Source: an optimization exercise on an open RTL-to-GDS flow (aim: small area). Production flows keep margins and buffers that such runs may drop. Function was checked by simulation only, so behaviour that the tests miss may differ from the original. Power is estimated from default activity; no workload was simulated.

### config.mk
export PLATFORM = sky130hd
export DESIGN_NAME = tsi_switch
export DESIGN_NICKNAME = tsi_switch
export VERILOG_FILES = /design/flow/design.v
export SDC_FILE = /design/flow/constraint.sdc
export NUM_CORES = 4
export LEC_CHECK = 0
export CAP_MARGIN = 0
export CORE_MARGIN = 2
export CORE_UTILIZATION = 60
export PLACE_DENSITY = 0.75
export SLEW_MARGIN = 0
export SYNTH_HIERARCHICAL = 1
export SYNTH_MINIMUM_KEEP_SIZE = 0
### constraint.sdc
create_clock -name core_clock -period 8.0 [get_ports {clk}]
set_input_delay 1.6000 -clock core_clock [delete_from_list [all_inputs] [get_ports {clk}]]
set_output_delay 1.6000 -clock core_clock [all_outputs]
set_load 0.01 [all_outputs]
### design.v
`default_nettype none
`default_nettype wire
`default_nettype none
module tsi_frame_counter (
	input  logic       clk,
	input  logic       reset,
	input  logic       input_valid,
	output logic [1:0] pos_chan,    
	output logic [2:0] pos_bit,     
	output logic [3:0] chan_hot,    
	output logic [7:0] bit_hot,     
	output logic       frame_end,
	output logic       played
);
	logic [4:0] count;
	assign pos_chan = count[4:3];
	assign pos_bit  = count[2:0];
	always_comb
	begin
		for (int i = 0; i < 4; i++)
			chan_hot[i] = (pos_chan == 2'(i));
		for (int i = 0; i < 8; i++)
			bit_hot[i] = (pos_bit == 3'(i));
	end
	assign frame_end = input_valid && (count == 5'd31);
	always_ff @(posedge clk)
	begin
		if (reset)
		begin
			count  <= '0;    
			played <= 1'b0;  
		end
		else
		begin
			if (input_valid)
				count <= count + 1'b1;  
			if (frame_end)
				played <= 1'b1;
		end
	end
endmodule
`default_nettype wire
`default_nettype none
module tsi_conn_memory (
	input  logic        clk,
	input  logic        reset,
	input  logic [21:0] control,
	input  logic [3:0]  chan_hot,    
	output logic [71:0] conn_words   
);
	logic [8:0] words [32];  
	logic       wr_en;
	logic [4:0] wr_addr;
	logic [15:0] wr_data;
	logic       wr_on;
	logic [8:0] wr_code;
	assign wr_en   = control[21];
	assign wr_addr = control[20:16];
	assign wr_data = control[15:0];
	assign wr_on = !reset && wr_data[13];
	assign wr_code = {wr_on && !wr_data[15], wr_on ? wr_data[7:0] : 8'd0};
	always_ff @(posedge clk)
	begin
		for (int i = 0; i < 32; i++)
		begin
			if (reset || (wr_en && (wr_addr == 5'(i))))
				words[i] <= wr_code;  
		end
	end
	for (genvar k = 0; k < 8; k++)
	begin : g_stream
		for (genvar j = 0; j < 9; j++)
		begin : g_bit
			tsi_sel4 u_sel (
				.d ({words[4*k + 3][j], words[4*k + 2][j], words[4*k + 1][j], words[4*k][j]}),
				.s (chan_hot),
				.y (conn_words[9*k + j])
			);
		end
	end
endmodule
`default_nettype wire
`default_nettype none
module tsi_speech_memory (
	input  logic        clk,
	input  logic        input_valid,
	input  logic [3:0]  chan_hot,    
	input  logic [7:0]  stream_in,
	input  logic [39:0] src_slots,   
	output logic [15:0] src_bits     
);
	logic [55:0] line [8];
	logic [31:0] slot_bits;
	always_ff @(posedge clk)
	begin
		for (int k = 0; k < 8; k++)
		begin
			if (input_valid)
				line[k] <= {line[k][54:0], stream_in[k]};
		end
	end
	for (genvar k = 0; k < 8; k++)
	begin : g_slot_stream
		for (genvar cs = 0; cs < 4; cs++)
		begin : g_slot_chan
			tsi_sel4 u_tap (
				.d ({line[k][8*(7 - cs) - 1], line[k][8*(6 - cs) - 1],
				     line[k][8*(5 - cs) - 1], line[k][8*(4 - cs) - 1]}),
				.s (chan_hot),
				.y (slot_bits[4*k + cs])
			);
		end
	end
	for (genvar k = 0; k < 8; k++)
	begin : g_read
		tsi_mux32 u_read (
			.d (slot_bits),
			.s (src_slots[5*k +: 4]),
			.y (src_bits[2*k +: 2])
		);
	end
endmodule
`default_nettype wire
`default_nettype none
module tsi_output_select (
	input  logic        clk,
	input  logic        reset,
	input  logic        input_valid,
	input  logic        played,
	input  logic [1:0]  pos_chan,
	input  logic [2:0]  pos_bit,
	input  logic [7:0]  bit_hot,
	input  logic [71:0] conn_words,
	input  logic [15:0] src_bits,
	output logic [7:0]  stream_out,
	output logic        sync
);
	logic [7:0] pat;        
	logic [7:0] next_bits;  
	for (genvar k = 0; k < 8; k++)
	begin : g_pat
		tsi_sel8 u_pat (
			.d (conn_words[9*k +: 8]),
			.s (bit_hot),
			.y (pat[k])
		);
	end
	always_comb
	begin
		for (int k = 0; k < 8; k++)
		begin
			if (!played)
				next_bits[k] = 1'b0;                                     
			else if (conn_words[9*k + 8])
				next_bits[k] = src_bits[2*k + 32'(conn_words[9*k + 4])];  
			else
				next_bits[k] = pat[k];  
		end
	end
	always_ff @(posedge clk)
	begin
		if (reset)
		begin
			stream_out <= '0;
			sync       <= 1'b0;
		end
		else
		begin
			if (input_valid)
				stream_out <= next_bits;
			sync <= input_valid && played && (pos_chan == 2'd0) && (pos_bit == 3'd0);
		end
	end
endmodule
`default_nettype wire
`default_nettype none
module tsi_switch (
	input  logic        clk,
	input  logic        reset,
	input  logic        input_valid,
	input  logic [21:0] control,      
	input  logic [7:0]  stream_in,
	output logic [7:0]  stream_out,
	output logic        sync
);
	logic [1:0] pos_chan;   
	logic [2:0] pos_bit;    
	logic [3:0] chan_hot;   
	logic [7:0] bit_hot;    
	logic frame_end;        
	logic played;           
	logic [71:0] conn_words;
	logic [39:0] src_slots;
	logic [15:0] src_bits;  
	always_comb
	begin
		for (int k = 0; k < 8; k++)
			src_slots[5*k +: 5] = conn_words[9*k +: 5];
	end
	tsi_frame_counter u_tsi_frame_counter (
		.clk         (clk),
		.reset       (reset),
		.input_valid (input_valid),
		.pos_chan    (pos_chan),
		.pos_bit     (pos_bit),
		.chan_hot    (chan_hot),
		.bit_hot     (bit_hot),
		.frame_end   (frame_end),
		.played      (played)
	);
	tsi_conn_memory u_tsi_conn_memory (
		.clk        (clk),
		.reset      (reset),
		.control    (control),
		.chan_hot   (chan_hot),
		.conn_words (conn_words)
	);
	tsi_speech_memory u_tsi_speech_memory (
		.clk         (clk),
		.input_valid (input_valid),
		.chan_hot    (chan_hot),
		.stream_in   (stream_in),
		.src_slots   (src_slots),
		.src_bits    (src_bits)
	);
	tsi_output_select u_tsi_output_select (
		.clk         (clk),
		.reset       (reset),
		.input_valid (input_valid),
		.played      (played),
		.pos_chan    (pos_chan),
		.pos_bit     (pos_bit),
		.bit_hot     (bit_hot),
		.conn_words  (conn_words),
		.src_bits    (src_bits),
		.stream_out  (stream_out),
		.sync        (sync)
	);
endmodule
module tsi_mux4 (
	input  logic [3:0] d,
	input  logic [1:0] s,
	output logic       y
);
	assign y = d[s];
endmodule
module tsi_sel4 (
	input  logic [3:0] d,
	input  logic [3:0] s,
	output logic       y
);
	assign y = |(d & s);
endmodule
module tsi_sel8 (
	input  logic [7:0] d,
	input  logic [7:0] s,
	output logic       y
);
	assign y = |(d & s);
endmodule
module tsi_mux32 (
	input  logic [31:0] d,
	input  logic [3:0]  s,
	output logic [1:0]  y
);
	logic [7:0] l1;
	for (genvar g = 0; g < 8; g++)
	begin : g_l1
		tsi_mux4 u_l1 (.d (d[4*g +: 4]), .s (s[1:0]), .y (l1[g]));
	end
	for (genvar g = 0; g < 2; g++)
	begin : g_l2
		tsi_mux4 u_l2 (.d (l1[4*g +: 4]), .s (s[3:2]), .y (y[g]));
	end
endmodule
`default_nettype wire
### flow/run.sh
#!/bin/bash
# standard layout, with clock tree synthesis told not to add dummy loads
export CTS_ARGS="-sink_clustering_enable -repair_clock_nets -dont_use_dummy_load -buf_list sky130_fd_sc_hd__clkbuf_8 -sink_clustering_size 20 -sink_clustering_max_diameter 60"
bash standard.sh finish > standard.log 2>&1
### standard.sh
#!/bin/bash
# synth_recipe.tcl (not shown) runs the flow's synth.tcl, then flattens the netlist and writes it again
# the make line also repeats each setting of config.mk as NAME=value (left out here)
make -C /OpenROAD-flow-scripts/flow DESIGN_CONFIG=/design/flow/config.mk WORK_HOME=/design/flow/orfs CLKGATE_MAP_FILE= SYNTH_SCRIPT=/design/flow/synth_recipe.tcl "${@:-finish}"
==> results of run 1 <==
metal layers:
metal	GRT usage [%]	up-vias
met5	0	-
met2	33.1	660
met1	34.2	6799
met4	6.98	0
li1	-	5743
met3	3.42	75
critical path, delay by kind of cell (launching register included):
kind            cells  cell delay (ns)
mux                 3             1.42
simple gates        2             1.23
flops               1             0.57
buf+inv             1             0.39
compound gates      3             0.37
metrics by stage:
step	utilization (%)	power, µW	area (µm²)	hold slack, ns
floorplan	-	4970	27500	0.400
detailed placement	63.5	5170	28700	0.405
global route	64.9	6870	29400	0.365
global placement	63.5	5140	28700	0.400
CTS	64.8	6700	29400	0.366
finish	64.9	6650	29400	0.362
layout make-up:
class                      instances  area, µm²
tap                              600        751
clock buffer                      46        633
sequential                       751      22400
inverter                           3       11.3
timing repair buffer              51        508
multi-input combinational        564       5060
fill                            2964      15900
state kept, by name (all words and copies together) (netlist names):
signal / cells
u_tsi_conn_memory.words: 288
u_tsi_frame_counter.count: 5
u_tsi_frame_counter.played: 1
u_tsi_output_select.stream_out: 8
u_tsi_output_select.sync: 1
u_tsi_speech_memory.line: 448
power breakdown:
part | switching (µW) | total (µW) | internal [µW]
registers | 82.8 | 4670 | 4590
logic | 251 | 409 | 158
clock network | 1050 | 1570 | 520
worst paths after layout:
check	endpoint	cells past startpoint
max	u_tsi_output_select.stream_out[1]	9
min reg2reg	u_tsi_speech_memory.line[4][31]	0
max reg2reg	u_tsi_output_select.stream_out[1]	9
min	u_tsi_speech_memory.line[4][31]	0
==> reports/metrics.csv, run 1 <==
metric;value;unit
reported max-cap violation count;0;
Starting Density;60.7;%
post-CTS setup buffers;0;
Root Driver;clkbuf_8;
Tightest Pin Transition;1.40;ns
hold crit path type;flip-flop to flip-flop;
Vias/cell;6.59;
Met1 Wirelength;21.9;mm
synthesized area;27500;µm²
initial DRC count;2027;
setup_tns;0;ns
die height;218;µm
gr usage total;22.1;%
crit-path cells;nor2b_4 > buf_12 > a22oi_1 > nand2_1 > mux4_2 > mux4_2 > mux2i_1 > a211o_1 > a21oi_1;
CTS tree;built;
first-pass GRT wire length;77.9;mm
final worst path period need;4.28;ns
Yosys Warn Count;13;
CP most frequent cell;mux4_2;
Routed WL;51.9;mm
routed wl met3;4.78;mm
Pwr Density;226;nW/µm²
fin cells;2015;
relative slew slack;6.59;%
clock transition at the registers of the reported paths;0.11;ns
flop2flop setup slack;3.72;ns
Worst setup startpoint;u_tsi_frame_counter.count[3];
outcome;timing/DRC/antenna clean;
critical path capture point type;flip-flop;
synth-to-layout area growth;6.82;%
vias;13300;
Core Area;45300;µm²
Crit path largest cell delay;0.69;ns
CTS hold repair buffers;0;
Avg WL per Cell;25.8;µm
Final setup viols;0;
gpl congestion;0.814;
grt ovf;0;
met2 WL post-DR;24.1;mm
Arr. time, crit path;4.80;ns
most frequent cells in the layout;edfxtp_1, a22oi_1, nand2_1, mux4_2, clkbuf_8;
kind of start point of the critical path;flip-flop;
CTS H-tree lvls;2;
Antenna Nets Post-Route;0;
FP Rows;78;
Syn Area/Cell;20.7;µm²
fin. max-slew vios;0;
CP max-delay cell;nor2b_4;
RSZ-0062 raised after global routing;false;
Post-Synthesis Cells;1326;
pre-CTS setup slack;3.80;ns
Max Used Layer;met4;
clock sinks;751;
Die X;218;µm
die area;47500;µm²
Critical Path RT;8.52;ns
most common cell after layout, fill and taps aside;edfxtp_1;
Detailed Place HPWL;30.6;mm
largest net degree at the start of global routing;214;
RR Startpoint;u_tsi_frame_counter.count[3];
fraction of layout cells with a size suffix above 1;11.4;%
syn nets;1366;
Clock Latency Late Sink;0.66;ns
CP Class;flip-flop to flip-flop;
DR DRC count;0;
Final Net Count;1457;
period utilization;53.5;%
Ant. Diodes;0;
Max Clk Rate;234;MHz
First-pass DRT Iterations;6;
Worst Path Max Fanout;80;
I/O pin cnt;42;
Post-CTS Resized;0;
Placed Cells;1969;
Final Hold Viols;0;
vias in the first global route;12800;
skew final;0.0898;ns
clk buf depth;3;
Port Buffer Count;35;
Max VDD drop;0.000166;V
P_leak;0.00956;µW
initial antenna violation count;0;
Hold Path Origin;u_tsi_speech_memory.line[4][30];
final worst setup slack;3.72;ns
Inserted Clock Buffers;46;
==> run 2, diff against run 1 <==
--- a/config.mk
+++ b/config.mk
@@ -5,10 +5,10 @@
 export SDC_FILE = /design/flow/constraint.sdc
 export NUM_CORES = 4
 export LEC_CHECK = 0
-export CAP_MARGIN = 0
+export CAP_MARGIN = 20
 export CORE_MARGIN = 2
 export CORE_UTILIZATION = 60
 export PLACE_DENSITY = 0.75
-export SLEW_MARGIN = 0
+export SLEW_MARGIN = 20
 export SYNTH_HIERARCHICAL = 1
 export SYNTH_MINIMUM_KEEP_SIZE = 0
==> run 2 against run 1 <==
Setup slack improved by 0.027 ns. First-iteration DRC count decreased by 1.7%. Routed wire length shrank 0.61%. Die area unchanged. Sequential cell count is the same. Area after synthesis is the same. Critical endpoint unchanged. Largest cell class unchanged.
==> reports/metrics.csv, run 2 <==
metric;value;unit
die area;47500;µm²
reported max-cap violation count;0;
relative slew slack;29.4;%
DR DRC count;0;
CP Class;flip-flop to flip-flop;
fraction of layout cells with a size suffix above 1;11.8;%
Worst setup startpoint;u_tsi_frame_counter.count[3];
Tot Pwr;6650;µW
grt ovf;0;
Largest Register;u_tsi_speech_memory.line;
Hold Path Origin;u_tsi_speech_memory.line[4][30];
Inserted Clock Buffers;46;
Int Pwr;5270;µW
post-CTS setup buffers;0;
period utilization;53.1;%
synthesized area;27500;µm²
CTS tree;built;
clk buf depth;3;
sequential power share;70.3;%
I/O pin cnt;42;
max FFs per register;448;
CP most frequent cell;mux4_2;
Yosys Warn Count;13;
fin cells;2016;
Die X;218;µm
CP max-delay cell;nor2b_4;
largest registers;u_tsi_speech_memory.line x448, u_tsi_conn_memory.words x288, u_tsi_output_select.stream_out x8;
flop2flop setup slack;3.75;ns
Arr. time, crit path;4.78;ns
CTS H-tree lvls;2;
most common cell after layout, fill and taps aside;edfxtp_1;
Final Net Count;1458;
critical path capture point type;flip-flop;
initial DRC count;1993;
Detailed Place HPWL;30.6;mm
Syn Area/Cell;20.7;µm²
vias;13300;
Pwr Density;226;nW/µm²
crit-path cells;nor2b_4 > buf_12 > a22oi_1 > nand2_1 > mux4_2 > mux4_2 > mux2i_1 > a211o_1 > a21oi_1;
FP Rows;78;
Post-CTS Resized;0;
Vias/cell;6.58;
Reg2Reg Capture Point;u_tsi_output_select.stream_out[1];
Placed Cells;1969;
FF-to-FF path depth;9;
Ant. Diodes;0;
fin. max-slew vios;0;
setup_tns;0;ns
RR Startpoint;u_tsi_frame_counter.count[3];
fill cell count;2962;
Routed WL;51.6;mm
Critical Path RT;8.53;ns
skew final;0.0834;ns
Logic pwr share;6.2;%
syn nets;1366;
First-pass DRT Iterations;6;
outcome;timing/DRC/antenna clean;
RSZ-0062 raised after global routing;false;
Post-Synthesis Cells;1326;
final worst setup slack;3.75;ns
Final Hold Viols;0;
P_leak;0.00958;µW
Avg WL per Cell;25.6;µm
WHS Endpoint;u_tsi_speech_memory.line[4][31];
hold slack;0.366;ns
Max Clk Rate;235;MHz
Tightest Pin Transition;1.06;ns
Core Area;45300;µm²
Clock power frac;23.5;%
clock sinks;751;
hold crit path type;flip-flop to flip-flop;
kind of start point of the critical path;flip-flop;
Crit path largest cell delay;0.69;ns
Crit path max-delay family;multiplexers;
clock transition at the registers of the reported paths;0.11;ns
initial antenna violation count;0;
Root Driver;clkbuf_8;
largest net degree at the start of global routing;214;
synth-to-layout area growth;6.94;%
gpl congestion;0.814;
Max VDD drop;0.000164;V
CTS hold repair buffers;0;
switching share of total power;20.7;%
first-pass GRT wire length;77.3;mm
Starting Density;60.7;%
vias in the first global route;12700;
Switch Pwr;1380;µW
hold path depth;0;
CP Buf/Inv Count;1;
Antenna Nets Post-Route;0;
most frequent cells in the layout;edfxtp_1, a22oi_1, nand2_1, mux4_2, clkbuf_8;
Clock Latency Late Sink;0.66;ns
pre-CTS setup slack;3.80;ns
Worst Path Max Fanout;80;
gr usage total;21.9;%
Final setup viols;0;
die height;218;µm
Port Buffer Count;35;
final worst path period need;4.25;ns
[run 2: final cells by class]
type	count	area [µm²]	area share (%)
inverter	3	11.3	0.0383
clock buffer	46	633	2.15
multi-input combinational	564	5070	17.2
sequential	751	22400	76.2
timing repair buffer	52	536	1.82
tap	600	751	2.55
[run 2: how the worst max path moves through the flow]
stage	to	slack (ns)	depth (start not counted)
2_1_floorplan	u_tsi_output_select.stream_out[0]	1.93	8
3_3_place_gp	u_tsi_output_select.stream_out[6]	3.86	9
3_5_place_dp	u_tsi_output_select.stream_out[1]	3.80	9
4_1_cts	u_tsi_output_select.stream_out[6]	3.79	9
5_1_grt	u_tsi_output_select.stream_out[1]	3.62	9
6_report	u_tsi_output_select.stream_out[1]	3.75	9
[run 2: metrics by stage]
step	area, µm²	util (%)
3_3_place_gp	28700	63.5
4_1_cts	29400	64.9
6_report	29400	64.9
2_1_floorplan	27500	-
5_1_grt	29400	64.9
3_5_place_dp	28700	63.5
[run 2: power by group through the flow]
stage               Clock [µW]  Sequential, µW  Combinational (µW)
global placement             0            4750                 396
floorplan                    0            4730                 249
global route              1740            4700                 439
finish                    1560            4670                 411
CTS                       1610            4670                 408
detailed placement           0            4760                 407
[run 2: routing by layer]
layer	wire (µm)	global-route usage, %	part of all wire [%]	vias up
li1	-	-	-	5737
met1	21700	33.9	42	6798
met2	23900	32.5	46	665
met3	4830	4.10	9.4	75
met4	1120	6.44	2.2	0
met5	0	0	0	-
==> run 3, diff against run 2 <==
==> flow/run.sh (replaced) <==
#!/bin/bash
# standard layout, with clock tree synthesis told not to add dummy loads
# and the smallest buffer on the ports
export CTS_ARGS="-sink_clustering_enable -repair_clock_nets -dont_use_dummy_load -buf_list sky130_fd_sc_hd__clkbuf_8 -sink_clustering_size 18 -sink_clustering_max_diameter 60"
export BUFFER_PORTS_ARGS="-buffer_cell sky130_fd_sc_hd__buf_1"
bash standard.sh finish > standard.log 2>&1
--- a/config.mk
+++ b/config.mk
@@ -5,10 +5,10 @@
 export SDC_FILE = /design/flow/constraint.sdc
 export NUM_CORES = 4
 export LEC_CHECK = 0
-export CAP_MARGIN = 20
+export CAP_MARGIN = 0
 export CORE_MARGIN = 2
 export CORE_UTILIZATION = 60
 export PLACE_DENSITY = 0.75
-export SLEW_MARGIN = 20
+export SLEW_MARGIN = 0
 export SYNTH_HIERARCHICAL = 1
 export SYNTH_MINIMUM_KEEP_SIZE = 0
==> run 3 against run 2 <==
Area after synthesis did not move. Synthesized cell count unchanged. First-iteration DRC count rose by 0.95%. Sequential power hardly changed. Register-to-register slack hardly changed. Combinational power shrank 2%. Critical path type unchanged.
==> reports/metrics.csv, run 3 <==
metric;value;unit
outcome;timing/DRC/antenna clean;
die height;218;µm
Worst Path Max Fanout;40;
Area after DPL;28500;µm²
first-pass GRT wire length;76.5;mm
Final Hold Viols;0;
Tightest Pin Transition;1.34;ns
setup_tns;0;ns
Vias/cell;6.54;
fin. max-slew vios;0;
fin cells;2019;
Arr. time, crit path;4.79;ns
CTS hold repair buffers;0;
RSZ-0062 raised after global routing;false;
most frequent cells in the layout;edfxtp_1, a22oi_1, nand2_1, mux4_2, clkbuf_8;
die area;47500;µm²
CTS H-tree lvls;2;
post-layout instance area;29200;µm²
grt ovf;0;
I/O pin cnt;42;
relative slew slack;10.8;%
kind of start point of the critical path;flip-flop;
Pwr Density;229;nW/µm²
Ant. Diodes;0;
skew final;0.0545;ns
Post-CTS Resized;0;
Placed Cells;1970;
final worst path period need;4.26;ns
Die X;218;µm
clk buf depth;3;
Starting Density;60.7;%
First-pass DRT Iterations;5;
Final Net Count;1461;
max FFs per register;448;
synthesized area;27500;µm²
initial DRC count;2012;
Max Clk Rate;235;MHz
Max VDD drop;0.000170;V
vias;13200;
Routed WL;51.8;mm
largest net degree at the start of global routing;200;
hold crit path type;flip-flop to flip-flop;
Detailed Place HPWL;30.5;mm
FP Rows;78;
Inserted Clock Buffers;49;
clock sinks;751;
reported max-cap violation count;0;
Avg WL per Cell;25.7;µm
vias in the first global route;12700;
DR DRC count;0;
Root Driver;clkbuf_8;
Largest Register;u_tsi_speech_memory.line;
initial antenna violation count;0;
Antenna Nets Post-Route;0;
Clock Latency Late Sink;0.66;ns
P_leak;0.00950;µW
gpl congestion;0.845;
Final setup viols;0;
period utilization;53.3;%
critical path capture point type;flip-flop;
most common cell after layout, fill and taps aside;edfxtp_1;
Core Area;45300;µm²
gr usage total;21.9;%
largest registers;u_tsi_speech_memory.line x448, u_tsi_conn_memory.words x288, u_tsi_output_select.stream_out x8;
syn nets;1366;
CTS tree;built;
synth-to-layout area growth;6.22;%
Yosys Warn Count;13;
Post-Synthesis Cells;1326;
Syn Area/Cell;20.7;µm²
fraction of layout cells with a size suffix above 1;11.6;%
Critical Path RT;8.53;ns
Port Buffer Count;35;
post-CTS setup buffers;0;
CP Class;flip-flop to flip-flop;
clock transition at the registers of the reported paths;0.11;ns
[run 3: layout make-up]
cell class                      instances  area (µm²)
Sequential cell                       751       22400
Fill cell                            3000       16100
Multi-Input combinational cell        564        5060
Tap cell                              600         751
Clock buffer                           49         674
Timing Repair Buffer                   52         302
Inverter                                3        11.3
[run 3: per-layer routing]
metal	part of all wire, %	vias up	GRT usage, %
met1	42	6730	33.4
met2	45	636	31.9
met3	10	97	4.66
li1	-	5741	-
met5	0	-	0
met4	3.1	0	8.03
[run 3: path summary, 6_finish.rpt]
path                                       start                                end  slack [ns]  cells past startpoint
hold reg to reg   u_tsi_speech_memory.line[6][2]     u_tsi_speech_memory.line[6][3]        0.39                      0
hold / removal    u_tsi_speech_memory.line[6][2]     u_tsi_speech_memory.line[6][3]        0.39                      0
setup reg to reg    u_tsi_frame_counter.count[3]  u_tsi_output_select.stream_out[2]        3.74                      9
setup / recovery    u_tsi_frame_counter.count[3]  u_tsi_output_select.stream_out[2]        3.74                      9
[run 3: per-stage QoR]
stage / util [%] / setup slack, ns / power (µW) / hold slack [ns]
4_1_cts: 64.5 / 3.77 / 6730 / 0.391
2_1_floorplan: - / 1.93 / 4970 / 0.400
6_report: 64.5 / 3.74 / 6680 / 0.392
3_5_place_dp: 63.0 / 3.80 / 5160 / 0.405
3_3_place_gp: 63.0 / 3.84 / 5130 / 0.400
5_1_grt: 64.5 / 3.55 / 6910 / 0.389
[run 3: worst max-delay path, stage by stage (launching register included)]
cell	delay (ns)
dfxtp_1	0.56
nor2b_4	0.71
buf_4	0.55
a22oi_1	0.13
nand2_1	0.48
mux4_2	0.58
mux4_2	0.48
mux2i_1	0.36
a211o_1	0.20
a21oi_1	0.06
[run 3: where the power goes]
group / leakage, µW / switching [µW] / internal (µW) / total, µW
combinational: 0.00187 / 250 / 151 / 401
sequential: 0.00727 / 82.7 / 4590 / 4670
clock: 0.000352 / 1050 / 551 / 1610
==> run 4, diff against run 3 <==
--- a/design.v
+++ b/design.v
@@ -5,16 +5,23 @@
 	input  logic       clk,
 	input  logic       reset,
 	input  logic       input_valid,
-	output logic [1:0] pos_chan,    
-	output logic [2:0] pos_bit,     
 	output logic [3:0] chan_hot,    
 	output logic [7:0] bit_hot,     
-	output logic       frame_end,
 	output logic       played
 );
 	logic [4:0] count;
+	logic [1:0] pos_chan;
+	logic [2:0] pos_bit;
+	logic       frame_end;
+	logic [4:0] carry;  
 	assign pos_chan = count[4:3];
 	assign pos_bit  = count[2:0];
+	always_comb
+	begin
+		carry[0] = input_valid;
+		for (int i = 1; i < 5; i++)
+			carry[i] = carry[i - 1] && count[i - 1];
+	end
 	always_comb
 	begin
 		for (int i = 0; i < 4; i++)
@@ -32,8 +39,7 @@
 		end
 		else
 		begin
-			if (input_valid)
-				count <= count + 1'b1;  
+			count <= count ^ carry;  
 			if (frame_end)
 				played <= 1'b1;
 		end
@@ -59,11 +65,20 @@
 	assign wr_data = control[15:0];
 	assign wr_on = !reset && wr_data[13];
 	assign wr_code = {wr_on && !wr_data[15], wr_on ? wr_data[7:0] : 8'd0};
+	logic [3:0] hit_lo;
+	logic [7:0] hit_hi;
+	always_comb
+	begin
+		for (int i = 0; i < 4; i++)
+			hit_lo[i] = reset || (wr_en && (wr_addr[1:0] == 2'(i)));
+		for (int i = 0; i < 8; i++)
+			hit_hi[i] = reset || (wr_addr[4:2] == 3'(i));
+	end
 	always_ff @(posedge clk)
 	begin
 		for (int i = 0; i < 32; i++)
 		begin
-			if (reset || (wr_en && (wr_addr == 5'(i))))
+			if (hit_hi[i / 4] && hit_lo[i % 4])
 				words[i] <= wr_code;  
 		end
 	end
@@ -127,8 +142,7 @@
 	input  logic        reset,
 	input  logic        input_valid,
 	input  logic        played,
-	input  logic [1:0]  pos_chan,
-	input  logic [2:0]  pos_bit,
+	input  logic [3:0]  chan_hot,
 	input  logic [7:0]  bit_hot,
 	input  logic [71:0] conn_words,
 	input  logic [15:0] src_bits,
@@ -168,7 +182,7 @@
 		begin
 			if (input_valid)
 				stream_out <= next_bits;
-			sync <= input_valid && played && (pos_chan == 2'd0) && (pos_bit == 3'd0);
+			sync <= input_valid && played && chan_hot[0] && bit_hot[0];
 		end
 	end
 endmodule
@@ -183,11 +197,8 @@
 	output logic [7:0]  stream_out,
 	output logic        sync
 );
-	logic [1:0] pos_chan;   
-	logic [2:0] pos_bit;    
 	logic [3:0] chan_hot;   
 	logic [7:0] bit_hot;    
-	logic frame_end;        
 	logic played;           
 	logic [71:0] conn_words;
 	logic [39:0] src_slots;
@@ -201,11 +212,8 @@
 		.clk         (clk),
 		.reset       (reset),
 		.input_valid (input_valid),
-		.pos_chan    (pos_chan),
-		.pos_bit     (pos_bit),
 		.chan_hot    (chan_hot),
 		.bit_hot     (bit_hot),
-		.frame_end   (frame_end),
 		.played      (played)
 	);
 	tsi_conn_memory u_tsi_conn_memory (
@@ -228,8 +236,7 @@
 		.reset       (reset),
 		.input_valid (input_valid),
 		.played      (played),
-		.pos_chan    (pos_chan),
-		.pos_bit     (pos_bit),
+		.chan_hot    (chan_hot),
 		.bit_hot     (bit_hot),
 		.conn_words  (conn_words),
 		.src_bits    (src_bits),
@@ -244,19 +251,48 @@
 );
 	assign y = d[s];
 endmodule
+module tsi_aoi3 (
+	input  logic [2:0] a,
+	input  logic [2:0] b,
+	output logic       y
+);
+	assign y = !(|(a & b));
+endmodule
+module tsi_nand2 (
+	input  logic a,
+	input  logic b,
+	output logic y
+);
+	assign y = !(a && b);
+endmodule
+module tsi_nand4 (
+	input  logic [3:0] a,
+	output logic       y
+);
+	assign y = !(&a);
+endmodule
 module tsi_sel4 (
 	input  logic [3:0] d,
 	input  logic [3:0] s,
 	output logic       y
 );
-	assign y = |(d & s);
+	logic n_lo;  
+	logic n_hi;  
+	tsi_aoi3  u_lo (.a (d[2:0]), .b (s[2:0]), .y (n_lo));
+	tsi_nand2 u_hi (.a (d[3]), .b (s[3]), .y (n_hi));
+	tsi_nand2 u_or (.a (n_lo), .b (n_hi), .y (y));
 endmodule
 module tsi_sel8 (
 	input  logic [7:0] d,
 	input  logic [7:0] s,
 	output logic       y
 );
-	assign y = |(d & s);
+	logic [3:0] n;  
+	tsi_aoi3  u_g0 (.a (d[2:0]), .b (s[2:0]), .y (n[0]));
+	tsi_aoi3  u_g1 (.a (d[5:3]), .b (s[5:3]), .y (n[1]));
+	tsi_nand2 u_g2 (.a (d[6]), .b (s[6]), .y (n[2]));
+	tsi_nand2 u_g3 (.a (d[7]), .b (s[7]), .y (n[3]));
+	tsi_nand4 u_or (.a (n), .y (y));
 endmodule
 module tsi_mux32 (
 	input  logic [31:0] d,
@@ -264,9 +300,15 @@
 	output logic [1:0]  y
 );
 	logic [7:0] l1;
+	logic [3:0] s_hot;  
+	always_comb
+	begin
+		for (int i = 0; i < 4; i++)
+			s_hot[i] = (s[1:0] == 2'(i));
+	end
 	for (genvar g = 0; g < 8; g++)
 	begin : g_l1
-		tsi_mux4 u_l1 (.d (d[4*g +: 4]), .s (s[1:0]), .y (l1[g]));
+		tsi_sel4 u_l1 (.d (d[4*g +: 4]), .s (s_hot), .y (l1[g]));
 	end
 	for (genvar g = 0; g < 2; g++)
 	begin : g_l2
--- a/config.mk
+++ b/config.mk
@@ -7,8 +7,8 @@
 export LEC_CHECK = 0
 export CAP_MARGIN = 0
 export CORE_MARGIN = 2
-export CORE_UTILIZATION = 60
-export PLACE_DENSITY = 0.75
+export CORE_UTILIZATION = 52
+export PLACE_DENSITY = 0.68
 export SLEW_MARGIN = 0
 export SYNTH_HIERARCHICAL = 1
 export SYNTH_MINIMUM_KEEP_SIZE = 0
==> run 4 against run 3 <==
Sequential power barely moved. Maximum frequency fell by 0.14%. Largest cell class unchanged. Setup slack got worse by 0.0061 ns. Register-to-register slack barely moved.
==> reports/metrics.csv, run 4 <==
metric;value;unit
first-pass GRT wire length;81.8;mm
FP Rows;83;
Starting Density;52.6;%
crit-path cells;nor2_4 > buf_4 > buf_4 > a222oi_1 > nand2_1 > and2b_2 > a222oi_1 > nand2_1 > mux4_2 > mux2i_1 > a211o_1 > a21oi_1;
post-layout instance area;29000;µm²
max FFs per register;448;
hold crit path type;flip-flop to flip-flop;
Crit path largest cell delay;0.65;ns
largest net degree at the start of global routing;167;
most frequent cells in the layout;edfxtp_1, nand2_1, a222oi_1, clkbuf_8, buf_1;
Routed WL;54.9;mm
CP max-delay cell;buf_4;
Critical Path RT;8.54;ns
critical path capture point type;flip-flop;
final worst setup slack;3.73;ns
CP Class;flip-flop to flip-flop;
final worst path period need;4.27;ns
Root Driver;clkbuf_8;
synthesized area;27100;µm²
top-count cell post-synth;edfxtp_1;
Max VDD drop;0.000193;V
First-pass DRT Iterations;13;
Worst Path Max Fanout;62;
Pwr Density;233;nW/µm²
Final Net Count;1615;
Detailed Place HPWL;31.1;mm
Antenna Nets Post-Route;0;
EDFF count, synth;736;
vias;14400;
Yosys reg bits;751;
Max Clk Rate;234;MHz
die height;232;µm
Largest Register;u_tsi_speech_memory.line;
Inserted Clock Buffers;50;
Yosys top cell area share;81.7;%
kind of start point of the critical path;flip-flop;
Main synth FF type;edfxtp_1;
outcome;timing/DRC/antenna clean;
P_leak;0.00946;µW
Async S/R FF share, synth;0;%
Yosys Warn Count;14;
Tot Pwr;6740;µW
Core Area;51400;µm²
Distinct cells, synth;37;
Die X;232;µm
gpl congestion;0.853;
most common cell after layout, fill and taps aside;edfxtp_1;
initial antenna violation count;0;
clk buf depth;3;
gr usage total;20.2;%
reported max-cap violation count;0;
Tightest Pin Transition;1.37;ns
DR DRC count;0;
Yosys top cell by area;edfxtp_1;
Post-CTS Resized;0;
post-CTS setup buffers;0;
clock sinks;751;
CTS H-tree lvls;2;
Post-Synthesis Cells;1473;
CTS hold repair buffers;0;
initial DRC count;2543;
clock transition at the registers of the reported paths;0.10;ns
fin. max-slew vios;0;
share of the yosys chip area belonging to registers;82.8;%
largest cells by area after synthesis;edfxtp_1, a222oi_1, nand2_1;
synth cell count leaders;edfxtp_1, nand2_1, a222oi_1;
setup_tns;0;ns
Arr. time, crit path;4.80;ns
fill cell count;3831;
vias in the first global route;13600;
Area after DPL;28300;µm²
Syn Area/Cell;18.4;µm²
Clock Latency Late Sink;0.65;ns
synth-to-layout area growth;7.04;%
CTS tree;built;
Avg WL per Cell;24.3;µm
die area;53900;µm²
I/O pin cnt;42;
period utilization;53.3;%
pre-CTS setup slack;3.80;ns
Vias/cell;6.38;
largest registers;u_tsi_speech_memory.line x448, u_tsi_conn_memory.words x288, u_tsi_output_select.stream_out x8;
RSZ-0062 raised after global routing;false;
relative slew slack;8.78;%
Final Hold Viols;0;
Ant. Diodes;0;
Final setup viols;0;
syn nets;1510;
grt ovf;0;
skew final;0.0405;ns
Port Buffer Count;35;
fraction of layout cells with a size suffix above 1;8.38;%
-- run 4: worst max-delay path: cells and delay by family (launching register included) --
family	cells	cell delay [ns]
compound gates	4	0.78
buf+inv	2	1.14
flops	1	0.40
mux	2	0.71
simple gates	4	1.09
-- run 4: cells by family (layout without fill, tap and decap cells) --
logic type,count (synthesis),count (layout),synth area share (%)
buffers and inverters,8,111,0.157
flip-flops,751,751,82.8
AO/OA/AOI/OAI,234,234,7.98
adder cells (fa/ha/maj),4,4,0.185
multiplexers,24,24,1.63
AND/OR/NAND/NOR,451,451,7.24
XOR/XNOR,1,1,0.0324
-- run 4: metrics by stage --
| step | cells | hold slack, ns | utilization [%] |
|---|---|---|---|
| finish | 2256 | 0.381 | 56.3 |
| detailed placement | 2206 | 0.405 | 55.0 |
| global route | 2256 | 0.379 | 56.3 |
| global placement | 2206 | 0.401 | 55.0 |
| CTS | 2256 | 0.384 | 56.3 |
| floorplan | 1473 | 0.400 | - |
-- run 4: path summary, 6_finish.rpt --
check,slack [ns],end,cells past startpoint,from
setup / recovery,3.73,u_tsi_output_select.stream_out[4],12,u_tsi_frame_counter.count[3]
hold / removal,0.38,u_tsi_speech_memory.line[1][2],0,u_tsi_speech_memory.line[1][1]
setup reg to reg,3.73,u_tsi_output_select.stream_out[4],12,u_tsi_frame_counter.count[3]
hold reg to reg,0.38,u_tsi_speech_memory.line[1][2],0,u_tsi_speech_memory.line[1][1]
-- run 4: per-layer routing --
layer	GRT usage, %	vias up	part of all wire, %	wire length (µm)
li1	-	6269	-	-
met1	29.7	7207	42	22800
met2	30.1	760	45	24700
met3	3.92	149	10	5540
met4	8.05	0	3.3	1840
met5	0	-	0	0
-- run 4: Yosys stat by module (local to each module, per instance), a selection --
module / cells inside / area [µm²] / copies in the design / flops+latches
tsi_frame_counter: 32 / 318 / 1 / 6
tsi_mux4: 1 / 22.5 / 16 / 0
tsi_nand4: 1 / 6.26 / 8 / 0
tsi_mux32: 4 / 26.3 / 8 / 0
tsi_nand2: 1 / 3.75 / 352 / 0
tsi_conn_memory: 347 / 9020 / 1 / 288
tsi_output_select: 54 / 485 / 1 / 9
tsi_speech_memory: 448 / 13500 / 1 / 448
tsi_aoi3: 1 / 10.0 / 184 / 0
-- run 4: power breakdown --
part           switching, µW  total, µW  internal (µW)
clock                   1080       1640            562
combinational            284        420            137
sequential              82.1       4680           4600
-- run 4: area by class of cell --
type,instances,area (µm²),share of cell area [%]
sequential,751,22400,77.3
multi-input combinational,714,4670,16.1
tap,680,851,2.94
clock buffer,50,688,2.38
timing repair buffer,59,353,1.22
inverter,2,7.51,0.0259
==> run 5, diff against run 4 <==
--- a/config.mk
+++ b/config.mk
@@ -7,8 +7,8 @@
 export LEC_CHECK = 0
 export CAP_MARGIN = 0
 export CORE_MARGIN = 2
-export CORE_UTILIZATION = 52
-export PLACE_DENSITY = 0.68
+export CORE_UTILIZATION = 60
+export PLACE_DENSITY = 0.75
 export SLEW_MARGIN = 0
 export SYNTH_HIERARCHICAL = 1
 export SYNTH_MINIMUM_KEEP_SIZE = 0
==> run 5 against run 4 <==
Still clean on timing, DRC and antenna. Total power down 0.21%. Area after synthesis unchanged. Utilization increased by 8.6 points. Die area down 13%.
==> reports/metrics.csv, run 5 <==
metric;value;unit
Post-CTS Resized;0;
Starting Density;60.9;%
hold path depth;0;
Arr. time, crit path;4.65;ns
Yosys top cell area share;81.7;%
most frequent cells in the layout;edfxtp_1, nand2_1, a222oi_1, clkbuf_8, buf_1;
first-pass GRT wire length;80.6;mm
sequential power share;69.7;%
share of the yosys chip area belonging to registers;82.8;%
die height;216;µm
Final setup viols;0;
vias in the first global route;13700;
fin. max-slew vios;0;
final worst path period need;4.09;ns
Tot Pwr;6720;µW
CTS H-tree lvls;2;
Yosys reg bits;751;
Yosys Warn Count;14;
Area after DPL;28100;µm²
Async S/R FF share, synth;0;%
Yosys top cell by area;edfxtp_1;
Final Net Count;1613;
synth cell count leaders;edfxtp_1, nand2_1, a222oi_1;
Ant. Diodes;0;
FF/Latch Area;22400;µm²
Antenna Nets Post-Route;0;
P_leak;0.00945;µW
Critical Path RT;8.56;ns
synth-to-layout area growth;6.53;%
Final Hold Viols;0;
Crit path largest cell delay;0.67;ns
vias;14300;
most common cell after layout, fill and taps aside;edfxtp_1;
Post-Synthesis Cells;1473;
initial antenna violation count;0;
crit-path cells;and2_4 > buf_4 > nand2_1 > nand2_1 > and2b_2 > a222oi_1 > nand2_1 > mux4_2 > mux2i_1 > a211o_1 > a21oi_1;
fill cell count;3007;
Max Clk Rate;245;MHz
setup_tns;0;ns
FP Rows;77;
WP depth;11;
CP max-delay cell;and2_4;
Tightest Pin Transition;1.35;ns
Inserted Clock Buffers;50;
Distinct cells, synth;37;
gr usage total;23.0;%
clk buf depth;3;
DR DRC count;0;
Max VDD drop;0.000203;V
EDFF count, synth;736;
outcome;timing/DRC/antenna clean;
Pwr Density;233;nW/µm²
reported max-cap violation count;0;
period utilization;51.1;%
gpl congestion;0.835;
hold crit path type;flip-flop to flip-flop;
RSZ-0062 raised after global routing;false;
RR Startpoint;u_tsi_frame_counter.count[4];
Clock power frac;24.1;%
kind of start point of the critical path;flip-flop;
Detailed Place HPWL;31.8;mm
CP endpoint;u_tsi_output_select.stream_out[0];
clock sinks;751;
Worst Path Max Fanout;59;
CP most frequent cell;nand2_1;
Routed WL;54.5;mm
CP Class;flip-flop to flip-flop;
Die X;216;µm
syn nets;1510;
synthesized area;27100;µm²
largest cells by area after synthesis;edfxtp_1, a222oi_1, nand2_1;
clock transition at the registers of the reported paths;0.11;ns
switching share of total power;21.2;%
fraction of layout cells with a size suffix above 1;8.26;%
CP Buf/Inv Count;1;
Port Buffer Count;35;
Reg2Reg Capture Point;u_tsi_output_select.stream_out[0];
die area;46800;µm²
multi-input combinational cell area;4670;µm²
Avg WL per Cell;25.2;µm
largest registers;u_tsi_speech_memory.line x448, u_tsi_conn_memory.words x288, u_tsi_output_select.stream_out x8;
FF-to-FF path depth;11;
CTS tree;built;
final core occ;64.9;%
post-layout instance area;28800;µm²
Logic pwr share;6.3;%
hold slack;0.377;ns
Vias/cell;6.62;
skew final;0.0578;ns
initial DRC count;2791;
grt ovf;0;
Int Pwr;5300;µW
post-CTS setup buffers;0;
Crit path max-delay family;simple AND/OR/NAND/NOR gates;
top-count cell post-synth;edfxtp_1;
I/O pin cnt;42;
Core Area;44400;µm²
relative slew slack;9.76;%
Clock Latency Late Sink;0.67;ns
Root Driver;clkbuf_8;
max FFs per register;448;
Worst setup startpoint;u_tsi_frame_counter.count[4];
Switch Pwr;1430;µW
flop2flop setup slack;3.91;ns
largest net degree at the start of global routing;219;
critical path capture point type;flip-flop;
Largest Register;u_tsi_speech_memory.line;
Main synth FF type;edfxtp_1;
CTS hold repair buffers;0;
First-pass DRT Iterations;17;
Syn Area/Cell;18.4;µm²
[run 5: cell counts after synthesis]
Identical to the previous run, type by type.
[run 5: how the worst min path moves through the flow]
stage | slack, ns | endpoint | startpoint
6_report | 0.38 | u_tsi_speech_memory.line[1][6] | u_tsi_speech_memory.line[1][5]
5_1_grt | 0.39 | u_tsi_speech_memory.line[4][33] | u_tsi_speech_memory.line[4][32]
4_1_cts | 0.38 | u_tsi_speech_memory.line[1][6] | u_tsi_speech_memory.line[1][5]
3_5_place_dp | 0.40 | u_tsi_speech_memory.line[0][19] | u_tsi_speech_memory.line[0][18]
3_3_place_gp | 0.40 | u_tsi_speech_memory.line[1][7] | u_tsi_speech_memory.line[1][6]
2_1_floorplan | 0.40 | u_tsi_speech_memory.line[0][10] | u_tsi_speech_memory.line[0][9]
[run 5: power groups by stage]
stage / Clock [µW] / Sequential, µW / Combinational (µW)
2_1_floorplan: 0 / 4730 / 248
4_1_cts: 1670 / 4690 / 412
6_report: 1620 / 4680 / 420
3_3_place_gp: 0 / 4750 / 400
3_5_place_dp: 0 / 4770 / 412
5_1_grt: 1800 / 4710 / 449
[run 5: Yosys stat by module, one instance, submodules excluded, a selection]
module	area, µm²	flip-flops and latches	cells inside
tsi_speech_memory	13500	448	448
tsi_conn_memory	9020	288	347
tsi_output_select	485	9	54
tsi_frame_counter	318	6	32
tsi_mux32	26.3	0	4
tsi_mux4	22.5	0	1
tsi_aoi3	10.0	0	1
tsi_nand4	6.26	0	1
tsi_nand2	3.75	0	1
[run 5: through the flow]
stage          cells  worst slack (ns)
3_3_place_gp    2116              3.75
5_1_grt         2166              3.70
2_1_floorplan   1473              2.26
6_report        2166              3.91
4_1_cts         2166              3.99
3_5_place_dp    2116              3.70
[run 5: final cells by class]
| type | instances | area share (%) |
|---|---|---|
| sequential | 751 | 77.7 |
| tap | 592 | 2.57 |
| inverter | 2 | 0.0260 |
| timing repair buffer | 57 | 1.13 |
| clock buffer | 50 | 2.39 |
| multi-input combinational | 714 | 16.2 |
[run 5: cells by family after synthesis]
family,after synthesis,synth area share [%]
AND/OR/NAND/NOR,451,7.24
XOR/XNOR,1,0.0324
multiplexers,24,1.63
AO/OA/AOI/OAI,234,7.98
buffers and inverters,8,0.157
flip-flops,751,82.8
adder cells (fa/ha/maj),4,0.185
[run 5: metal layers]
| layer | global-route usage, % | vias up | routed length, µm | share of wire (%) |
|---|---|---|---|---|
| met5 | 0 | - | 0 | 0 |
| met4 | 9.38 | 0 | 1790 | 3.3 |
| li1 | - | 6262 | - | - |
| met1 | 33.7 | 7166 | 21900 | 40 |
| met2 | 35.2 | 800 | 25300 | 46 |
| met3 | 3.86 | 120 | 5520 | 10 |
==> run 6, diff against run 5 <==
==> flow/run.sh (replaced) <==
#!/bin/bash
# standard layout, with clock tree synthesis told not to add dummy loads
export CTS_ARGS="-sink_clustering_enable -repair_clock_nets -dont_use_dummy_load -buf_list sky130_fd_sc_hd__clkbuf_8 -sink_clustering_size 18 -sink_clustering_max_diameter 60"
export BUFFER_PORTS_ARGS="-buffer_cell sky130_fd_sc_hd__buf_1"
bash standard.sh finish > standard.log 2>&1
--- a/config.mk
+++ b/config.mk
@@ -8,6 +8,8 @@
 export CAP_MARGIN = 0
 export CORE_MARGIN = 2
 export CORE_UTILIZATION = 60
+export GPL_ROUTABILITY_DRIVEN = 0
+export GPL_TIMING_DRIVEN = 0
 export PLACE_DENSITY = 0.75
 export SLEW_MARGIN = 0
 export SYNTH_HIERARCHICAL = 1
==> run 6 against run 5 <==
Utilization grew 0.71 points. Synthesized cell count is the same. Routed wire length grew 0.50%. Maximum frequency grew 9.6%. Die area is the same. Largest cell class unchanged. Largest power group unchanged.
==> reports/metrics.csv, run 6 <==
metric;value;unit
outcome;timing/DRC/antenna clean;
relative slew slack;8.47;%
met1 global-route usage;33.8;%
hold crit path type;flip-flop to flip-flop;
clock sinks;751;
Critical Path RT;8.34;ns
post-CTS setup buffers;0;
share of the yosys chip area belonging to registers;82.8;%
top-count cell post-synth;edfxtp_1;
setup_tns;0;ns
Max VDD drop;0.000162;V
Max Clk Rate;268;MHz
initial DRC count;2843;
Vias/cell;6.71;
I/O pin cnt;42;
synth cell count leaders;edfxtp_1, nand2_1, a222oi_1;
Core Area;44400;µm²
Final setup viols;0;
CP Class;primary input to flip-flop;
Distinct cells, synth;37;
Main synth FF type;edfxtp_1;
largest cells by area after synthesis;edfxtp_1, a222oi_1, nand2_1;
CTS H-tree lvls;2;
fill cell count;2892;
Clock Latency Late Sink;0.67;ns
Syn Area/Cell;18.4;µm²
Die X;216;µm
final worst path period need;3.73;ns
most common cell after layout, fill and taps aside;edfxtp_1;
Largest Register;u_tsi_speech_memory.line;
period utilization;46.6;%
largest registers;u_tsi_speech_memory.line x448, u_tsi_conn_memory.words x288, u_tsi_output_select.stream_out x8;
synthesized area;27100;µm²
Post-Synthesis Cells;1473;
post-layout instance area;29100;µm²
CTS hold repair buffers;0;
final worst setup slack;4.27;ns
fraction of layout cells with a size suffix above 1;8.72;%
P_leak;0.00956;µW
Final Hold Viols;0;
Routed WL;54.8;mm
Yosys Warn Count;14;
CP max-delay cell;buf_2;
vias;14600;
First-pass DRT Iterations;17;
Antenna Nets Post-Route;0;
Arr. time, crit path;4.07;ns
Yosys top cell by area;edfxtp_1;
Tot Pwr;6720;µW
Avg WL per Cell;25.2;µm
Starting Density;60.9;%
syn nets;1510;
Pwr Density;231;nW/µm²
Yosys top cell area share;81.7;%
reported max-cap violation count;0;
gr usage total;23.5;%
largest net degree at the start of global routing;72;
Tightest Pin Transition;1.37;ns
Root Driver;clkbuf_8;
skew final;0.0399;ns
Async S/R FF share, synth;0;%
Yosys reg bits;751;
EDFF count, synth;736;
synth-to-layout area growth;7.69;%
CTS tree;built;
FP Rows;77;
most frequent cells in the layout;edfxtp_1, nand2_1, a222oi_1, clkbuf_8, buf_1;
Ant. Diodes;0;
CP most frequent cell;buf_12;
DR DRC count;0;
crit-path cells;buf_2 > buf_12 > buf_12 > buf_12 > buf_12 > buf_12 > buf_12;
Final Net Count;1622;
fin. max-slew vios;0;
die area;46800;µm²
first-pass GRT wire length;82.4;mm
met2 usage;35.4;%
GR Util met3;5.29;%
Crit path largest cell delay;0.66;ns
max FFs per register;448;
pre-CTS setup slack;3.59;ns
Area after DPL;28500;µm²
Port Buffer Count;35;
Post-CTS Resized;0;
RSZ-0062 raised after global routing;false;
Detailed Place HPWL;33.1;mm
grt ovf;0;
vias in the first global route;14400;
initial antenna violation count;0;
kind of start point of the critical path;primary input;
hold slack;0.388;ns
clock transition at the registers of the reported paths;0.11;ns
die height;216;µm
busiest layer in global routing;met2;
critical path capture point type;flip-flop;
Worst Path Max Fanout;45;
Inserted Clock Buffers;49;
clk buf depth;3;
==> run 6: cell counts after synthesis <==
No cell type changed its count.
==> run 6: kinds of logic (layout without fill, tap and decap cells) <==
| family | Yosys count | after routing | synth area share (%) |
|---|---|---|---|
| compound gates | 234 | 234 | 7.98 |
| simple gates | 451 | 451 | 7.24 |
| buf+inv | 8 | 118 | 0.157 |
| mux | 24 | 24 | 1.63 |
| xor+xnor | 1 | 1 | 0.0324 |
| flops | 751 | 751 | 82.8 |
| fa+ha+maj | 4 | 4 | 0.185 |
==> run 6: through the flow <==
stage,cells,util [%]
4_1_cts,2175,65.6
3_3_place_gp,2100,62.9
3_5_place_dp,2126,64.1
5_1_grt,2175,65.6
6_report,2175,65.6
2_1_floorplan,1473,-
==> run 6: where the power goes <==
group	internal [µW]	leakage (µW)	switching, µW
registers	4600	0.00718	84.9
logic	145	0.00203	290
clock network	551	0.000352	1060
==> run 6: metal layers <==
metal / wire length, µm / share of wire, %
met1: 21500 / 39
met4: 2220 / 4.0
met5: 0 / 0
met3: 6470 / 12
met2: 24600 / 45
==> run 6: cell type report <==
class | instances | area (µm²) | share of cell area, %
Sequential cell | 751 | 22400 | 76.9
Multi-Input combinational cell | 714 | 4670 | 16.0
Tap cell | 592 | 741 | 2.54
Clock buffer | 49 | 674 | 2.31
Timing Repair Buffer | 61 | 616 | 2.11
Buffer | 6 | 35.0 | 0.120
Inverter | 2 | 7.51 | 0.0258
==> run 6: worst paths after layout <==
path,from,endpoint,slack (ns),cells after the start
worst min-delay path,u_tsi_speech_memory.line[5][12],u_tsi_speech_memory.line[5][13],0.39,0
worst max register to register,u_tsi_frame_counter.count[4],u_tsi_output_select.stream_out[7],4.37,12
worst min register to register,u_tsi_speech_memory.line[5][12],u_tsi_speech_memory.line[5][13],0.39,0
worst max-delay path,input_valid,u_tsi_speech_memory.line[4][53],4.27,7
==> run 6: worst max-delay path: cells and delay by family <==
kind	cells	cell delay, ns
buffers and inverters	7	2.35
==> run 6: modules after synthesis, one instance, submodules excluded, a selection <==
module,flip-flops and latches,copies in the design,cells,cell area [µm²]
tsi_frame_counter,6,1,32,318
tsi_nand4,0,8,1,6.26
tsi_mux32,0,8,4,26.3
tsi_aoi3,0,184,1,10.0
tsi_output_select,9,1,54,485
tsi_conn_memory,288,1,347,9020
tsi_speech_memory,448,1,448,13500
==> run 7, diff against run 6 <==
==> flow/run.sh (replaced) <==
#!/bin/bash
# standard layout, with clock tree synthesis told not to add dummy loads
export CTS_ARGS="-sink_clustering_enable -repair_clock_nets -dont_use_dummy_load -buf_list sky130_fd_sc_hd__clkbuf_8 -sink_clustering_buffer sky130_fd_sc_hd__clkbuf_4 -sink_clustering_size 10 -sink_clustering_max_diameter 40"
export BUFFER_PORTS_ARGS="-buffer_cell sky130_fd_sc_hd__buf_1"
bash standard.sh finish > standard.log 2>&1
--- a/config.mk
+++ b/config.mk
@@ -8,8 +8,6 @@
 export CAP_MARGIN = 0
 export CORE_MARGIN = 2
 export CORE_UTILIZATION = 60
-export GPL_ROUTABILITY_DRIVEN = 0
-export GPL_TIMING_DRIVEN = 0
 export PLACE_DENSITY = 0.75
 export SLEW_MARGIN = 0
 export SYNTH_HIERARCHICAL = 1
==> run 7 against run 6 <==
Sequential cell count unchanged. Clock-buffer cell count up 43. Register-to-register slack got worse by 0.48 ns. Still clean on timing, DRC and antenna. Maximum frequency decreased by 9.3%. Largest cell class unchanged. Global-route usage grew 0.065 points. Critical endpoint is now u_tsi_output_select.stream_out[0]. Setup slack lost 0.38 ns. Cell area down 0.88%.
==> reports/metrics.csv, run 7 <==
metric;value;unit
outcome;timing/DRC/antenna clean;
Distinct cells, synth;37;
skew final;0.0674;ns
Yosys Warn Count;14;
fill cell count;2997;
relative slew slack;8.74;%
hold path depth;0;
largest registers;u_tsi_speech_memory.line x448, u_tsi_conn_memory.words x288, u_tsi_output_select.stream_out x8;
EDFF count, synth;736;
grt ovf;0;
Post-CTS Resized;0;
first-pass GRT wire length;81.9;mm
critical path capture point type;flip-flop;
Hold Path Origin;u_tsi_speech_memory.line[4][40];
Pwr Density;235;nW/µm²
Vias/cell;6.61;
Starting Density;60.9;%
most frequent cells in the layout;edfxtp_1, nand2_1, a222oi_1, clkbuf_4, buf_1;
CP max-delay cell;and2_4;
largest cells by area after synthesis;edfxtp_1, a222oi_1, nand2_1;
Yosys top cell by area;edfxtp_1;
RSZ-0062 raised after global routing;false;
period utilization;51.4;%
crit-path cells;and2_4 > buf_4 > nand2_1 > nand2_1 > and2b_2 > a222oi_1 > nand2_1 > mux4_2 > mux2i_1 > a211o_1 > a21oi_1;
Crit path max-delay family;simple AND/OR/NAND/NOR gates;
Main synth FF type;edfxtp_1;
setup_tns;0;ns
Reg2Reg Capture Point;u_tsi_output_select.stream_out[0];
flop2flop setup slack;3.89;ns
hold crit path type;flip-flop to flip-flop;
vias in the first global route;14100;
Routed WL;55.1;mm
Root Driver;clkbuf_8;
P_leak;0.00953;µW
clk buf depth;3;
Logic pwr share;6.2;%
initial antenna violation count;1;
final worst path period need;4.11;ns
Area after DPL;28100;µm²
FP Rows;77;
Tightest Pin Transition;1.37;ns
FF-to-FF path depth;11;
CTS tree;built;
Crit path largest cell delay;0.66;ns
die height;216;µm
kind of start point of the critical path;flip-flop;
fin. max-slew vios;0;
Final setup viols;0;
Tot Pwr;6790;µW
Largest Register;u_tsi_speech_memory.line;
WHS Endpoint;u_tsi_speech_memory.line[4][41];
synth-to-layout area growth;6.75;%
CTS hold repair buffers;0;
RR Startpoint;u_tsi_frame_counter.count[3];
Inserted Clock Buffers;92;
Int Pwr;5320;µW
Yosys reg bits;751;
Max VDD drop;0.000208;V
Critical Path RT;8.54;ns
I/O pin cnt;42;
post-CTS setup buffers;0;
die area;46800;µm²
Arr. time, crit path;4.65;ns
Die X;216;µm
reported max-cap violation count;0;
Clock Latency Late Sink;0.68;ns
clock sinks;751;
Detailed Place HPWL;31.8;mm
CTS H-tree lvls;3;
synthesized area;27100;µm²
Port Buffer Count;35;
initial DRC count;2689;
fraction of layout cells with a size suffix above 1;10.6;%
Worst Path Max Fanout;59;
sequential power share;69.0;%
most common cell after layout, fill and taps aside;edfxtp_1;
post-layout instance area;28900;µm²
Antenna Nets Post-Route;0;
Max Clk Rate;243;MHz
clock transition at the registers of the reported paths;0.10;ns
syn nets;1510;
share of the yosys chip area belonging to registers;82.8;%
Post-Synthesis Cells;1473;
Ant. Diodes;0;
Clock power frac;24.8;%
gr usage total;23.5;%
vias;14600;
synth cell count leaders;edfxtp_1, nand2_1, a222oi_1;
Avg WL per Cell;25.0;µm
Syn Area/Cell;18.4;µm²
gpl congestion;0.835;
max FFs per register;448;
Async S/R FF share, synth;0;%
CP Buf/Inv Count;1;
CP most frequent cell;nand2_1;
Final Net Count;1655;
Yosys top cell area share;81.7;%
Final Hold Viols;0;
CP Class;flip-flop to flip-flop;
First-pass DRT Iterations;15;
top-count cell post-synth;edfxtp_1;
Core Area;44400;µm²
Switch Pwr;1470;µW
DR DRC count;0;
switching share of total power;21.7;%
largest net degree at the start of global routing;219;
## run 7: logic make-up after synthesis
logic type      Yosys count  synth area share, %
mux                      24                 1.63
fa+ha+maj                 4                0.185
flops                   751                 82.8
xor+xnor                  1               0.0324
compound gates          234                 7.98
buf+inv                   8                0.157
simple gates            451                 7.24
## run 7: power by group through the flow
stage,logic (µW),registers (µW),clock network [µW]
CTS,412,4690,1750
floorplan,248,4730,0
finish,420,4690,1690
global placement,400,4750,0
detailed placement,412,4770,0
global route,449,4710,1890
## run 7: per-layer routing
metal	routed length (µm)	up-vias	global-route usage, %
met5	0	-	0
met4	2000	0	9.91
met3	5530	149	4.94
met2	25500	853	35.4
met1	22100	7210	34.0
li1	-	6383	-
## run 7: area by class of cell
cell class	instances	area (µm²)	share of cell area, %
clock buffers	92	747	2.59
well taps	592	741	2.56
repair buffers	57	325	1.13
multi-input cells	714	4670	16.2
inverters	2	7.51	0.0260
flip-flops and latches	751	22400	77.5
## run 7: Yosys stat by module, one instance, submodules excluded, excerpt
module             copies in the design  cells inside  flops+latches  area (µm²)
tsi_aoi3                            184             1              0        10.0
tsi_conn_memory                       1           347            288        9020
tsi_frame_counter                     1            32              6         318
tsi_mux32                             8             4              0        26.3
tsi_mux4                             16             1              0        22.5
tsi_nand2                           352             1              0        3.75
tsi_nand4                             8             1              0        6.26
tsi_output_select                     1            54              9         485
tsi_speech_memory                     1           448            448       13500
## run 7: how the worst max path moves through the flow
stage                                      start                                 to  slack [ns]  depth (start not counted)
floorplan           u_tsi_frame_counter.count[4]  u_tsi_output_select.stream_out[6]        2.26                         10
CTS                 u_tsi_frame_counter.count[4]  u_tsi_output_select.stream_out[0]        3.95                         11
finish              u_tsi_frame_counter.count[3]  u_tsi_output_select.stream_out[0]        3.89                         11
global placement                     input_valid    u_tsi_speech_memory.line[4][51]        3.75                          3
global route        u_tsi_frame_counter.count[4]  u_tsi_output_select.stream_out[0]        3.65                         11
detailed placement                   input_valid    u_tsi_speech_memory.line[4][55]        3.70                          3
## run 7: per-stage QoR
| stage | hold WS [ns] | cells | setup slack [ns] | util [%] |
|---|---|---|---|---|
| final | 0.354 | 2208 | 3.89 | 65.0 |
| after global routing | 0.346 | 2208 | 3.65 | 65.0 |
| after detailed placement | 0.405 | 2116 | 3.70 | 63.4 |
| after CTS | 0.352 | 2208 | 3.95 | 65.0 |
| after floorplan | 0.400 | 1473 | 2.26 | - |
| after global placement | 0.400 | 2116 | 3.75 | 63.4 |
==> run 8, diff against run 7 <==
==> flow/run.sh (replaced) <==
#!/bin/bash
# standard layout, with clock tree synthesis told not to add dummy loads
export CTS_ARGS="-sink_clustering_enable -repair_clock_nets -dont_use_dummy_load -buf_list sky130_fd_sc_hd__clkbuf_8 -sink_clustering_size 24 -sink_clustering_max_diameter 35"
export BUFFER_PORTS_ARGS="-buffer_cell sky130_fd_sc_hd__buf_1"
bash standard.sh finish > standard.log 2>&1
--- a/config.mk
+++ b/config.mk
@@ -7,8 +7,8 @@
 export LEC_CHECK = 0
 export CAP_MARGIN = 0
 export CORE_MARGIN = 2
-export CORE_UTILIZATION = 60
-export PLACE_DENSITY = 0.75
+export CORE_UTILIZATION = 52
+export PLACE_DENSITY = 0.68
 export SLEW_MARGIN = 0
 export SYNTH_HIERARCHICAL = 1
 export SYNTH_MINIMUM_KEEP_SIZE = 0
==> run 8 against run 7 <==
Register-to-register slack lost 0.11 ns. Maximum frequency fell by 2.7%. Routed wire length rose by 0.52%. Setup slack lost 0.11 ns. Combinational power about the same. Area after synthesis is the same. Worst hold slack better by 0.042 ns. Clock-buffer cell count rose by 11. Synthesized cell count unchanged. Clock skew rose by 0.017 ns.
==> reports/metrics.csv, run 8 <==
metric;value;unit
grt ovf;0;
CTS H-tree lvls;3;
Root Driver;clkbuf_8;
XOR/XNOR share of the synthesized area;0.0324;%
Distinct cells, synth;37;
period utilization;52.8;%
synth-to-layout area growth;9.74;%
post-synthesis compound-gate area fraction;7.98;%
fin. max-slew vios;0;
RR Startpoint;u_tsi_frame_counter.count[4];
vias;14600;
initial antenna violation count;0;
Routed WL;55.4;mm
Final Net Count;1668;
EDFF count, synth;736;
gr usage total;20.6;%
Post-CTS Resized;0;
Hold Path Origin;u_tsi_speech_memory.line[6][44];
clock sinks;751;
P_leak;0.00984;µW
fraction of layout cells with a size suffix above 1;11.4;%
FP Rows;83;
Reg2Reg Capture Point;u_tsi_output_select.stream_out[2];
flop2flop setup slack;3.77;ns
Die X;232;µm
Final Hold Viols;0;
Tightest Pin Transition;1.37;ns
die area;53900;µm²
Post-Synthesis Cells;1473;
relative slew slack;8.72;%
fill cell count;3759;
Yosys top cell by area;edfxtp_1;
kind of start point of the critical path;flip-flop;
RSZ-0062 raised after global routing;false;
First-pass DRT Iterations;17;
clock transition at the registers of the reported paths;0.07;ns
Async S/R FF share, synth;0;%
synthesized area;27100;µm²
CP Class;flip-flop to flip-flop;
DR DRC count;0;
Port Buffer Count;35;
die height;232;µm
initial DRC count;2395;
Core Area;51400;µm²
skew final;0.0848;ns
final worst path period need;4.23;ns
Critical Path RT;8.55;ns
final worst setup slack;3.77;ns
largest net degree at the start of global routing;167;
Yosys top cell area share;81.7;%
Post-Synth Adder-Cell Area;0.185;%
CTS hold repair buffers;0;
hold crit path type;flip-flop to flip-flop;
Worst Path Max Fanout;62;
clk buf depth;3;
I/O pin cnt;42;
Vias/cell;6.31;
top-count cell post-synth;edfxtp_1;
largest registers;u_tsi_speech_memory.line x448, u_tsi_conn_memory.words x288, u_tsi_output_select.stream_out x8;
Worst setup startpoint;u_tsi_frame_counter.count[4];
pre-CTS setup slack;3.80;ns
gpl congestion;0.853;
Arr. time, crit path;4.78;ns
Antenna Nets Post-Route;0;
Final setup viols;0;
most common cell after layout, fill and taps aside;edfxtp_1;
Yosys Warn Count;14;
Max Clk Rate;237;MHz
Largest Register;u_tsi_speech_memory.line;
CTS tree;built;
Main synth FF type;edfxtp_1;
syn nets;1510;
Yosys reg bits;751;
Syn Area/Cell;18.4;µm²
most frequent cells in the layout;edfxtp_1, nand2_1, a222oi_1, clkbuf_8, buf_1;
setup_tns;0;ns
Max VDD drop;0.000194;V
largest family of logic cells by synthesized area;compound AO/OA/AOI/OAI gates;
simple-gate share of the synthesized area;7.24;%
hold path depth;0;
Pwr Density;251;nW/µm²
post-CTS setup buffers;0;
Clock Latency Late Sink;0.70;ns
outcome;timing/DRC/antenna clean;
Inserted Clock Buffers;103;
share of the yosys chip area belonging to registers;82.8;%
Starting Density;52.6;%
max FFs per register;448;
first-pass GRT wire length;82.6;mm
Avg WL per Cell;24.0;µm
synth cell count leaders;edfxtp_1, nand2_1, a222oi_1;
CP endpoint;u_tsi_output_select.stream_out[2];
FF-to-FF path depth;12;
reported max-cap violation count;0;
vias in the first global route;14100;
largest cells by area after synthesis;edfxtp_1, a222oi_1, nand2_1;
multiplexer share of the synthesized area;1.63;%
Detailed Place HPWL;31.1;mm
critical path capture point type;flip-flop;
==> run 8: layer usage <==
layer / GRT usage [%] / vias up / wire length (µm)
li1: - / 6392 / -
met1: 29.2 / 7201 / 22700
met2: 30.3 / 814 / 25000
met3: 5.10 / 158 / 5880
met4: 9.13 / 0 / 1840
met5: 0 / - / 0
==> run 8: how the worst min path moves through the flow <==
| stage | endpoint | slack, ns |
|---|---|---|
| final | u_tsi_speech_memory.line[6][45] | 0.40 |
| after global routing | u_tsi_speech_memory.line[1][49] | 0.39 |
| after CTS | u_tsi_speech_memory.line[1][49] | 0.39 |
| after detailed placement | u_tsi_speech_memory.line[0][20] | 0.40 |
| after global placement | u_tsi_speech_memory.line[7][54] | 0.40 |
| after floorplan | u_tsi_speech_memory.line[0][10] | 0.40 |
==> run 8: worst max-delay path: stages (launching register included) <==
cell,delay (ns)
dfxtp_1,0.39
nor2_4,0.36
buf_4,0.63
buf_4,0.49
a222oi_1,0.20
nand2_1,0.25
and2b_2,0.30
a222oi_1,0.35
nand2_1,0.11
mux4_2,0.48
mux2i_1,0.27
a211o_1,0.19
a21oi_1,0.07
==> run 8: layout make-up <==
type,instances,area [µm²],area share (%)
Tap cell,680,851,2.86
Multi-Input combinational cell,714,4670,15.7
Clock buffer,103,1420,4.77
Timing Repair Buffer,59,353,1.19
Inverter,2,7.51,0.0253
Sequential cell,751,22400,75.4
Antenna cell,1,2.50,0.00843
==> run 8: cell families (layout without fill, tap and decap cells) <==
group / Yosys count / in the layout
and+or+nand+nor: 451 / 451
buffers and inverters: 8 / 164
adders and majority gates: 4 / 4
DFF: 751 / 751
xor gates and xnor gates: 1 / 1
other: 0 / 1
AOI/OAI and AO/OA: 234 / 234
muxes: 24 / 24
==> run 8: Yosys stat by module (local to each module, per instance), a selection <==
module	cells inside	copies in the design
tsi_mux32	4	8
tsi_nand4	1	8
tsi_nand2	1	352
tsi_aoi3	1	184
tsi_frame_counter	32	1
tsi_output_select	54	1
==> run 8: metrics by stage <==
stage | power (µW) | instance area (µm²) | hold slack, ns | cells | utilization [%]
floorplan | 4980 | 27100 | 0.400 | 1473 | -
global placement | 5160 | 28300 | 0.401 | 2206 | 55.0
detailed placement | 5180 | 28300 | 0.405 | 2206 | 55.0
CTS | 7510 | 29700 | 0.392 | 2309 | 57.8
global route | 7720 | 29700 | 0.395 | 2309 | 57.8
finish | 7440 | 29700 | 0.396 | 2310 | 57.8
==> run 8: power by group <==
group	total [µW]	internal [µW]	switching, µW
logic	420	137	283
registers	4690	4610	82.4
clock network	2330	1130	1200
total	7440	5870	1570

what the ideal ports hide:
No port has a modelled driver above. Below, the same layouts with a new extraction and two added sets of constraints. Step 1, drivers: a clkbuf_16 drives clk and a buf_2 each remaining input, both assumed. Step 2 also shifts input and output timing later by t, the mid clock arrival at the registers, as if the neighbouring blocks saw the same clock. a / b / c = no drivers / after step 1 / after step 2; a / b = the first two.
run | t (ns) | slack for setup (ns) | clock arrival spread, ns | slew at the worst register clock pin (ns)
run 1 | 0.676 | 3.722 / 3.722 / 3.722 | 0.102 / 0.102 | 0.12 / 0.12
run 2 | 0.679 | 3.750 / 3.750 / 3.750 | 0.097 / 0.097 | 0.12 / 0.12
run 3 | 0.688 | 3.740 / 3.740 / 3.740 | 0.057 / 0.057 | 0.11 / 0.11
run 4 | 0.685 | 3.734 / 3.734 / 3.734 | 0.054 / 0.053 | 0.11 / 0.11
run 5 | 0.706 | 3.912 / 3.912 / 3.679 | 0.072 / 0.071 | 0.11 / 0.11
run 6 | 0.698 | 4.269 / 4.295 / 3.598 | 0.052 / 0.051 | 0.11 / 0.11
run 7 | 0.691 | 3.889 / 3.889 / 3.617 | 0.087 / 0.087 | 0.11 / 0.11
run 8 | 0.712 | 3.774 / 3.774 / 3.774 | 0.088 / 0.088 | 0.08 / 0.08
After both steps every run listed still meets setup and hold. The setup slack of run 6, which loses most, moves by +0.026 ns with the drivers and by -0.671 ns with both steps.
